This is an optimization exercise on Yosys and OpenROAD, whose aim is small area, a short achievable clock period and few clock cycles per item, not a production implementation.
At most, simulation tests tie the RTL to the original design; equivalence was not proved.
Power and IR drop assume default switching activity.

run A:
// mvm_accum
module mvm_accum (
    input  logic        clk,
    input  logic        rst,
    input  logic        clr,
    input  logic        s_valid,
    output logic        s_ready,
    input  logic [15:0] s_x,
    input  logic [47:0] s_w,
    output logic        m_valid,
    input  logic        m_ready,
    output logic [47:0] m_data,
    output logic [2:0]  m_ovf
);
For scale: ~3100 cells after synthesis, about 120 I/O pins, about 33000 um^2 of cells after synthesis.
==> flow/config.mk <==
export PLATFORM = sky130hd
export DESIGN_NAME = mvm_accum
export DESIGN_NICKNAME = mvm_accum
export VERILOG_FILES = /design/flow/design.v
export SDC_FILE = /design/flow/constraint.sdc
export NUM_CORES = 4
export LEC_CHECK = 0
export CAP_MARGIN = 20
export CORE_MARGIN = 2
export CORE_UTILIZATION = 40
export SLEW_MARGIN = 20
export SYNTH_HIERARCHICAL = 1
==> flow/constraint.sdc <==
create_clock -name core_clock -period 9.0 [get_ports {clk}]
set_input_delay 1.8000 -clock core_clock [delete_from_list [all_inputs] [get_ports {clk}]]
set_output_delay 1.8000 -clock core_clock [all_outputs]
set_load 0.01 [all_outputs]
standard.sh (not shown) runs the stock make flow with config.mk's settings and CLKGATE_MAP_FILE= SYNTH_SCRIPT=/design/flow/synth_recipe.tcl, a recipe that flattens the netlist after the stock synthesis.
==> flow/flow/run.sh <==
#!/bin/bash
set -euo pipefail
mapfile -t KNOBS < <(grep -v '^\s*\(#\|$\)' flow/knobs.txt)
bash standard.sh "${KNOBS[@]}" finish > orfs_make.log 2>&1
==> flow/flow/knobs.txt <==
SETUP_SLACK_MARGIN=6.1
MATCH_CELL_FOOTPRINT=0
BUFFER_PORTS_ARGS=-buffer_cell sky130_fd_sc_hd__buf_2
> inputs changed (run A -> run B)
==> flow/flow/knobs.txt <==
SETUP_SLACK_MARGIN=5.8
MATCH_CELL_FOOTPRINT=0
BUFFER_PORTS_ARGS=-buffer_cell sky130_fd_sc_hd__buf_2
Notes after the runs:
Between run B and run A, it is run B whose weighted congestion at the end of routability-driven global placement is lower, by 0.014.
The run showing the greater arrival time of data at the critical path endpoint is run B.
Total wire length after detailed routing for run B: 6.1 mm down relative to run A
Function was not checked in any run of this note: the RTL went through the layout flow alone.


== run 1 ==
Another version of the RTL of mvm_accum (not shown whole).
Size: roughly 3000 cells after synthesis, about 33000 µm² of cells after synthesis.
==> flow/config.mk <==
export PLATFORM = sky130hd
export DESIGN_NAME = mvm_accum
export DESIGN_NICKNAME = mvm_accum
export VERILOG_FILES = /design/flow/design.v
export SDC_FILE = /design/flow/constraint.sdc
export NUM_CORES = 4
export LEC_CHECK = 0
export CAP_MARGIN = 20
export CORE_MARGIN = 2
export CORE_UTILIZATION = 40
export SLEW_MARGIN = 20
export SYNTH_HIERARCHICAL = 1
==> flow/constraint.sdc <==
create_clock -name core_clock -period 9.0 [get_ports {clk}]
set_input_delay 1.8000 -clock core_clock [delete_from_list [all_inputs] [get_ports {clk}]]
set_output_delay 1.8000 -clock core_clock [all_outputs]
set_load 0.01 [all_outputs]
==> flow/flow/knobs.txt <==
SETUP_SLACK_MARGIN=5.5
MATCH_CELL_FOOTPRINT=0
BUFFER_PORTS_ARGS=-buffer_cell sky130_fd_sc_hd__buf_2
Scripts as last shown in full above: flow/flow/run.sh
Testbench counts of run 1, summed over its fixed seeds: cycles 3,624, items 1,200.
diff inputs: run 1 => run 2
==> flow/flow/knobs.txt <==
SETUP_SLACK_MARGIN=5.95
MATCH_CELL_FOOTPRINT=0
BUFFER_PORTS_ARGS=-buffer_cell sky130_fd_sc_hd__buf_2
CTS_ARGS=-sink_clustering_enable -repair_clock_nets -buf_list sky130_fd_sc_hd__clkbuf_16 -root_buf sky130_fd_sc_hd__clkbuf_16 -sink_clustering_buffer sky130_fd_sc_hd__clkbuf_16 -sink_buffer_max_cap_derate 0.03 -sink_clustering_size 24 -sink_clustering_max_diameter 100
## What came out
- Run 2 ends up with higher portion of total power attributed to combinational logic than run 1 does.
- Re proportion of power drawn by the clock network: run 1 and run 2 aren't equal, and the lower value belongs to run 2.
- In run 2, the setup clock skew after layout came out 0.011 ns below the value in run 1.
- In the tables for run 1 and run 2, final critical delay including setup and external delays reads lower with run 2.
- Minimum setup slack after placement came out lower on run 2 than on run 1.
- Delta(sequential portion of the cell area, run 2 - run 1) > 0
- Run 2 reports a higher non-clock buffering overhead in the final layout than run 1 does.
- Comparing run 1 and run 2, the higher final worst hold slack is on run 2.
- Comparing run 1 and run 2, the higher critical path depth was measured on run 1.
- On multi-input gate area in the final layout: run 2 sits above run 1.
The following lists how run 3 was set up differently from run 2:
- an added CTS_CLUSTER_SIZE of 40
==> flow/flow/knobs.txt <==
SETUP_SLACK_MARGIN=6.03
MATCH_CELL_FOOTPRINT=0
BUFFER_PORTS_ARGS=-buffer_cell sky130_fd_sc_hd__buf_2
## What came out
Run 2 has a higher pin count of the biggest net entering global routing than run 3.
NOTE: post-CTS resize count in run 3 exceeds that of run 2
Comparing run 3 and run 2, clock network contribution to total cell area is lower on run 2.
Run 3 ended with more clock group total power than run 2.
The inputs of run 4 differ from those of run 3 as listed below.
- removing CTS_CLUSTER_SIZE (formerly 40)
==> flow/flow/knobs.txt <==
SETUP_SLACK_MARGIN=5.95
MATCH_CELL_FOOTPRINT=0
BUFFER_PORTS_ARGS=-buffer_cell sky130_fd_sc_hd__buf_2
CTS_ARGS=-sink_clustering_enable -repair_clock_nets -buf_list sky130_fd_sc_hd__clkbuf_16 -root_buf sky130_fd_sc_hd__clkbuf_16 -sink_clustering_buffer sky130_fd_sc_hd__clkbuf_16 -sink_buffer_max_cap_derate 0.04 -sink_clustering_size 30 -sink_clustering_max_diameter 140
==> run notes <==
- Cell leakage power (lower): run 4
- Relative to run 3, the post-CTS setup buffer count of run 4 is lower by 15.
- Run 4 reports its end point of the critical path as m_data[30] while run 3 reports g_lane[0].u_lane.acc_s[18].
- The wire length number comes out higher for run 3 vs run 4.


## job 2423
mvm_accum again, from the RTL that the note above started with.
==> flow/design.v (excerpt) <==
module mvm_accum (
    input  logic        clk,
    input  logic        rst,
    input  logic        clr,
    input  logic        s_valid,
    output logic        s_ready,
    input  logic [15:0] s_x,
    input  logic [47:0] s_w,
    output logic        m_valid,
    input  logic        m_ready,
    output logic [47:0] m_data,
    output logic [2:0]  m_ovf
);
    logic [1:0] bc;           
    logic       iv;           
    logic       ilast;        
    logic       afull;        
    logic       s_busy;       
    assign s_ready = ~s_busy;
    wire acc_b  = s_valid & s_ready & ~clr;
    wire o_load = afull & ~m_valid;
    wire [1:0] bc_n    = clr ? 2'd0 : acc_b ? ((bc == 2'd2) ? 2'd0 : bc + 2'd1) : bc;
    wire       afull_n = ~clr & ((iv & ilast) | (afull & ~o_load));
    wire       mval_n  = ~clr & (o_load | (m_valid & ~m_ready));
    wire [16:0] xe = {s_x, 1'b0};
    logic [7:0] eneg, eone, etwo;
    always_comb begin
        for (int i = 0; i < 8; i++) begin
            eneg[i] = xe[2*i+2] & ~(xe[2*i+1] & xe[2*i]);
            eone[i] = xe[2*i+1] ^ xe[2*i];
            etwo[i] = (xe[2*i+2] & ~xe[2*i+1] & ~xe[2*i]) | (~xe[2*i+2] & xe[2*i+1] & xe[2*i]);
        end
    end
    always_ff @(posedge clk or posedge rst) begin
        if (rst) begin
            bc      <= 2'd0;
            iv      <= 1'b0;
  ...
export LEC_CHECK = 0
export CAP_MARGIN = 20
export CORE_MARGIN = 2
export CORE_UTILIZATION = 40
export CTS_CLUSTER_SIZE = 40
export SLEW_MARGIN = 20
export SYNTH_HIERARCHICAL = 1
create_clock -name core_clock -period 9.0 [get_ports {clk}]
==> flow/flow/knobs.txt <==
SETUP_SLACK_MARGIN=5.95
MATCH_CELL_FOOTPRINT=0
BUFFER_PORTS_ARGS=-buffer_cell sky130_fd_sc_hd__buf_2
Scripts as last shown in full above: flow/flow/run.sh
Testbench counts of job 2423, summed over its fixed seeds: cycles 3,624, items 1,200.
Edits applied to the flow inputs when going from job 2423 to job 6410:
# job 2423
export LEC_CHECK = 0
export CAP_MARGIN = 20
export CORE_MARGIN = 2
export CORE_UTILIZATION = 40
export CTS_CLUSTER_SIZE = 40
export SLEW_MARGIN = 20
export SYNTH_HIERARCHICAL = 1
create_clock -name core_clock -period 9.0 [get_ports {clk}]
# job 6410
export LEC_CHECK = 0
export CAP_MARGIN = 20
export CORE_MARGIN = 2
export CORE_UTILIZATION = 60
export SLEW_MARGIN = 20
export SYNTH_HIERARCHICAL = 1
create_clock -name core_clock -period 9.0 [get_ports {clk}]
Notes after the runs:
- Compared job 6410 against job 2423; CTS clock-pin slew for the worst setup and hold paths within noise.
- Of job 6410 and job 2423, it is job 6410 that has the higher actual transition at the worst max-transition pin.
- Taking job 2423 over job 6410, the floorplan core area ratio works out to 1.5.
- Die area | job 6410 < job 2423
- Sequential share of the synthesized area across job 2423 and job 6410: no real change.
- Summary: clock period minus final worst setup slack, job 6410 better than job 2423
- Of the two candidates, job 2423 has the worse worst path setup slack after routing and job 6410 the better one.
- Detailed-router iteration count before antenna repair: job 6410 > job 2423
The following lists how job 5264 was set up differently from job 6410:
# job 6410
export LEC_CHECK = 0
export CAP_MARGIN = 20
export CORE_MARGIN = 2
export CORE_UTILIZATION = 60
export SLEW_MARGIN = 20
export SYNTH_HIERARCHICAL = 1
create_clock -name core_clock -period 9.0 [get_ports {clk}]
# job 5264
export LEC_CHECK = 0
export CAP_MARGIN = 20
export CORE_MARGIN = 2
export CORE_UTILIZATION = 40
export CTS_CLUSTER_SIZE = 40
export SLEW_MARGIN = 20
export SYNTH_HIERARCHICAL = 1
create_clock -name core_clock -period 9.0 [get_ports {clk}]
==> flow/flow/knobs.txt <==
SETUP_SLACK_MARGIN=5.95
MATCH_CELL_FOOTPRINT=0
BUFFER_PORTS_ARGS=-buffer_cell sky130_fd_sc_hd__buf_2
REMOVE_ABC_BUFFERS=1
Results
Job 6410 | stages: all done | timing, DRC, antenna: all pass. Job 5264: all stages complete, timing, DRC and antenna checks passed. In job 5264, setup slack of the critical path after layout is higher than in job 6410. Job 5264 ended up with a lower maximum net fanout on the critical path than job 6410 did. Relative to job 6410, clock skew has increased by 0.040 ns in job 5264. Worst path buffer plus inverter count, job 5264 and job 6410: smaller value in job 6410. Status: maximum frequency parity (job 5264, job 6410). Looking at job 5264 and job 6410, the number of combinational gates with multiple inputs is a wash. Job 6410 -> job 5264: number of standard cells in the layout, taps in and fillers out increased by more than 10%. Diff job 6410 -> job 5264 | routed wire length on met3 | decrease of about 11%. Sort job 5264 and job 6410 by via count of the first global-routing pass asc -> top: job 5264.
Edits applied to the flow inputs when going from job 5264 to job 4015:
# job 5264
export LEC_CHECK = 0
export CAP_MARGIN = 20
export CORE_MARGIN = 2
export CORE_UTILIZATION = 40
export CTS_CLUSTER_SIZE = 40
export SLEW_MARGIN = 20
export SYNTH_HIERARCHICAL = 1
create_clock -name core_clock -period 9.0 [get_ports {clk}]
# job 4015
export LEC_CHECK = 0
export CAP_MARGIN = 20
export CORE_MARGIN = 2
export CORE_UTILIZATION = 40
export CTS_BUF_LIST = sky130_fd_sc_hd__clkbuf_4 sky130_fd_sc_hd__clkbuf_8
export CTS_CLUSTER_SIZE = 40
export SLEW_MARGIN = 20
export SYNTH_HIERARCHICAL = 1
create_clock -name core_clock -period 9.0 [get_ports {clk}]
==> flow/flow/knobs.txt <==
SETUP_SLACK_MARGIN=5.95
MATCH_CELL_FOOTPRINT=0
BUFFER_PORTS_ARGS=-buffer_cell sky130_fd_sc_hd__buf_2
Results
Job 5264 completed end to end with timing, DRC and antenna clean.
Per the final summary, job 4015 finished and its layout is clean on timing, DRC and antenna.
For the setup slack, job 4015 came in 0.096 ns lower than job 5264 did.
Compared with job 5264, the detailed router inserted more vias in job 4015.
Routed wire in job 4015 totals less than in job 5264.
Of the two candidates, job 5264 has the worse final worst hold slack and job 4015 the better one.
Modified inputs, job 8815 compared to job 4015
# job 4015
export LEC_CHECK = 0
export CAP_MARGIN = 20
export CORE_MARGIN = 2
export CORE_UTILIZATION = 40
export CTS_BUF_LIST = sky130_fd_sc_hd__clkbuf_4 sky130_fd_sc_hd__clkbuf_8
export CTS_CLUSTER_SIZE = 40
export SLEW_MARGIN = 20
export SYNTH_HIERARCHICAL = 1
create_clock -name core_clock -period 9.0 [get_ports {clk}]
# job 8815
export LEC_CHECK = 0
export CAP_MARGIN = 20
export CORE_MARGIN = 2
export CORE_UTILIZATION = 40
export CTS_CLUSTER_SIZE = 40
export SLEW_MARGIN = 20
export SYNTH_HIERARCHICAL = 1
create_clock -name core_clock -period 9.0 [get_ports {clk}]
==> flow/flow/knobs.txt <==
SETUP_SLACK_MARGIN=5.8
MATCH_CELL_FOOTPRINT=0
BUFFER_PORTS_ARGS=-buffer_cell sky130_fd_sc_hd__buf_2
### Flow results
- In job 8815, largest fanout on the critical path is higher than in job 4015.
- Fraction of power spent switching nets: job 8815 vs job 4015 down 0.49 points
- Against job 4015 as the reference, job 8815 delivers a lower clock latency reported for the late side of the worst-skew pair.
- Delta (job 8815 minus job 4015): number of buffers and inverters on the critical path moved down, sequential power level.
Input-level comparison between job 2805 and job 8815:
# job 8815
export LEC_CHECK = 0
export CAP_MARGIN = 20
export CORE_MARGIN = 2
export CORE_UTILIZATION = 40
export CTS_CLUSTER_SIZE = 40
export SLEW_MARGIN = 20
export SYNTH_HIERARCHICAL = 1
create_clock -name core_clock -period 9.0 [get_ports {clk}]
# job 2805
export LEC_CHECK = 0
export CAP_MARGIN = 20
export CORE_MARGIN = 2
export CORE_UTILIZATION = 40
export SLEW_MARGIN = 20
export SYNTH_HIERARCHICAL = 1
create_clock -name core_clock -period 9.0 [get_ports {clk}]
==> flow/flow/knobs.txt <==
SETUP_SLACK_MARGIN=5.95
MATCH_CELL_FOOTPRINT=0
BUFFER_PORTS_ARGS=-buffer_cell sky130_fd_sc_hd__buf_2
CTS_ARGS=-sink_clustering_enable -repair_clock_nets -buf_list sky130_fd_sc_hd__clkbuf_16 -root_buf sky130_fd_sc_hd__clkbuf_16 -sink_clustering_buffer sky130_fd_sc_hd__clkbuf_16 -sink_buffer_max_cap_derate 0.04 -sink_clustering_size 30 -sink_clustering_max_diameter 120
Between job 8815 and job 2805, the number of diodes is lower for job 8815.
Re stage delay of the slowest cell on the critical path: job 2805 is 0.16 ns down on job 8815.
g_lane[1].u_lane.w[8]$_DFF_P_ as the critical path startpoint was reported by job 8815, and g_lane[1].u_lane.data[14]$_DFFE_PP_ by job 2805.
Summary: post-route worst hold slack, job 2805 better than job 8815
Compare job 8815 and job 2805 | total wirelength of the detailed-routed design higher: job 2805


Another version of the RTL of mvm_accum (not shown whole).
Size in the first run: ~3,100 cells after synthesis, about 33,000 µm² of cells after synthesis.
// mvm_accum
module mvm_accum (
    input  logic        clk,
    input  logic        rst,
    input  logic        clr,
    input  logic        s_valid,
    output logic        s_ready,
    input  logic [15:0] s_x,
    input  logic [47:0] s_w,
    output logic        m_valid,
    input  logic        m_ready,
    output logic [47:0] m_data,
    output logic [2:0]  m_ovf
);
clock: 9.0 ns
lec_check: 0
abc_clock_period_in_ps: 3000
cap_margin: 20
core_margin: 2
core_utilization: 55
setup_slack_margin: 5
slew_margin: 20
synth_hierarchical: 1
run.sh (not shown) runs the stock make flow with config.mk's settings and CLKGATE_MAP_FILE= SYNTH_SCRIPT=/design/flow/synth_recipe.tcl, a recipe that flattens the netlist after the stock synthesis.
Stock flow here: none of the scripts above is used.
Testbench counts at the start, summed over its fixed seeds: cycles 3,624, items 1,200.
Rerun with:
==> flow/flow/run.sh (new file) <==
#!/bin/bash
set -euo pipefail
MARGIN=$(cat flow/margin.txt)
bash standard.sh SETUP_SLACK_MARGIN=$MARGIN finish > orfs_make.log 2>&1
==> flow/flow/margin.txt (new file) <==
5.8
==> flow/standard.sh (new file) <==
#!/bin/bash
# synth_recipe.tcl (not shown) runs the flow's synth.tcl, then flattens the netlist and writes it again
# the make line also repeats each setting of config.mk as NAME=value (left out here)
make -C /OpenROAD-flow-scripts/flow DESIGN_CONFIG=/design/flow/config.mk WORK_HOME=/design/flow/orfs CLKGATE_MAP_FILE= SYNTH_SCRIPT=/design/flow/synth_recipe.tcl "${@:-finish}"
- ABC_CLOCK_PERIOD_IN_PS: 3000 -> not set
- CORE_UTILIZATION: 55 -> 40
- SETUP_SLACK_MARGIN: 5 -> not set
removed: flow/run.sh
The new run went through all stages and came out clean.
Die area goes up by well over a third.
Worst setup slack improves by 0.45 ns.
Fmax goes up by roughly a tenth.
Clock skew goes down by 0.0039 ns.
Cell area goes up by a little under a tenth.
Non-clock buffer count goes up by 102.
Power goes up by roughly a tenth.
Synthesized area stays the same.
Sequential share of layout area goes down by 1.1 points.
Clock-buffer cell count goes up by 15.
Wire length goes up by a few percent.
Rerun with:
==> flow/run.sh (new file) <==
#!/bin/bash
# synth_recipe.tcl (not shown) runs the flow's synth.tcl, then flattens the netlist and writes it again
# the make line also repeats each setting of config.mk as NAME=value (left out here)
make -C /OpenROAD-flow-scripts/flow DESIGN_CONFIG=/design/flow/config.mk WORK_HOME=/design/flow/orfs CLKGATE_MAP_FILE= SYNTH_SCRIPT=/design/flow/synth_recipe.tcl finish
removed: flow/flow/run.sh
removed: flow/flow/margin.txt
removed: flow/standard.sh
Core utilization came out lower by 3.2 points.
Cell area went down by 6.6%.
Count of clock-buffer cells in the layout drops by 5.
Fmax drops by 13%.
Sequential share of layout area increases by 0.75 points.
Non-clock buffer count came out lower by 94.
Combinational power decreases by 14%.
Global-route usage goes down by 0.56 points.
First-iteration DRC count is higher by 5.2%.

## static timing again, ports no longer ideal
Ports are ideal in the flow. The routed layouts listed here were re-timed in OpenROAD.
Step 1 sets driving cells, clkbuf_16 on the clock port and buf_2 on the other inputs (assumed; they add their load-dependent delay and slew).
Step 2, shift: input delay + t, output delay - t, t = (earliest + latest rising clock arrival at the registers) / 2. This alone moves slack from input paths to output paths.
a / b / c = no drivers / after step 1 / after step 2; a / b = the first two.
run | shift t [ns] | setup slack, ns | slew at the worst register clock pin (ns) | cell pins on the clock port's net
run A | 0.654 | 6.042 / 5.991 / 6.010 | 0.06 / 0.06 | 1
run B | 0.641 | 5.946 / 5.936 / 5.946 | 0.06 / 0.06 | 1
run 1 | 0.660 | 5.570 / 5.570 / 5.570 | 0.06 / 0.06 | 1
run 2 | 0.657 | 6.002 / 5.935 / 5.719 | 0.10 / 0.10 | 1
run 3 | 0.660 | 5.968 / 5.938 / 5.740 | 0.07 / 0.07 | 1
run 4 | 0.631 | 5.990 / 5.924 / 5.709 | 0.12 / 0.12 | 1
job 2423 | 0.664 | 5.968 / 5.903 / 5.696 | 0.07 / 0.07 | 1
job 6410 | 0.659 | 5.986 / 5.935 / 5.679 | 0.07 / 0.07 | 1
job 5264 | 0.664 | 5.993 / 5.928 / 5.669 | 0.06 / 0.06 | 1
job 4015 | 0.738 | 5.898 / 5.836 / 5.685 | 0.06 / 0.06 | 1
job 8815 | 0.661 | 5.892 / 5.892 / 5.699 | 0.07 / 0.07 | 1
job 2805 | 0.643 | 5.990 / 5.927 / 5.701 | 0.12 / 0.12 | 1
the first run of note 4 | 0.646 | 5.306 / 5.306 / 5.306 | 0.06 / 0.06 | 1
the second run of note 4 | 0.646 | 5.755 / 5.755 / 5.388 | 0.06 / 0.06 | 1
the third run of note 4 | 0.667 | 5.282 / 5.282 / 5.282 | 0.07 / 0.07 | 1
After both steps every run listed still meets setup and hold. The setup slack of the second run of note 4, which loses most, moves by 0.000 ns with the drivers and by -0.367 ns with both steps.
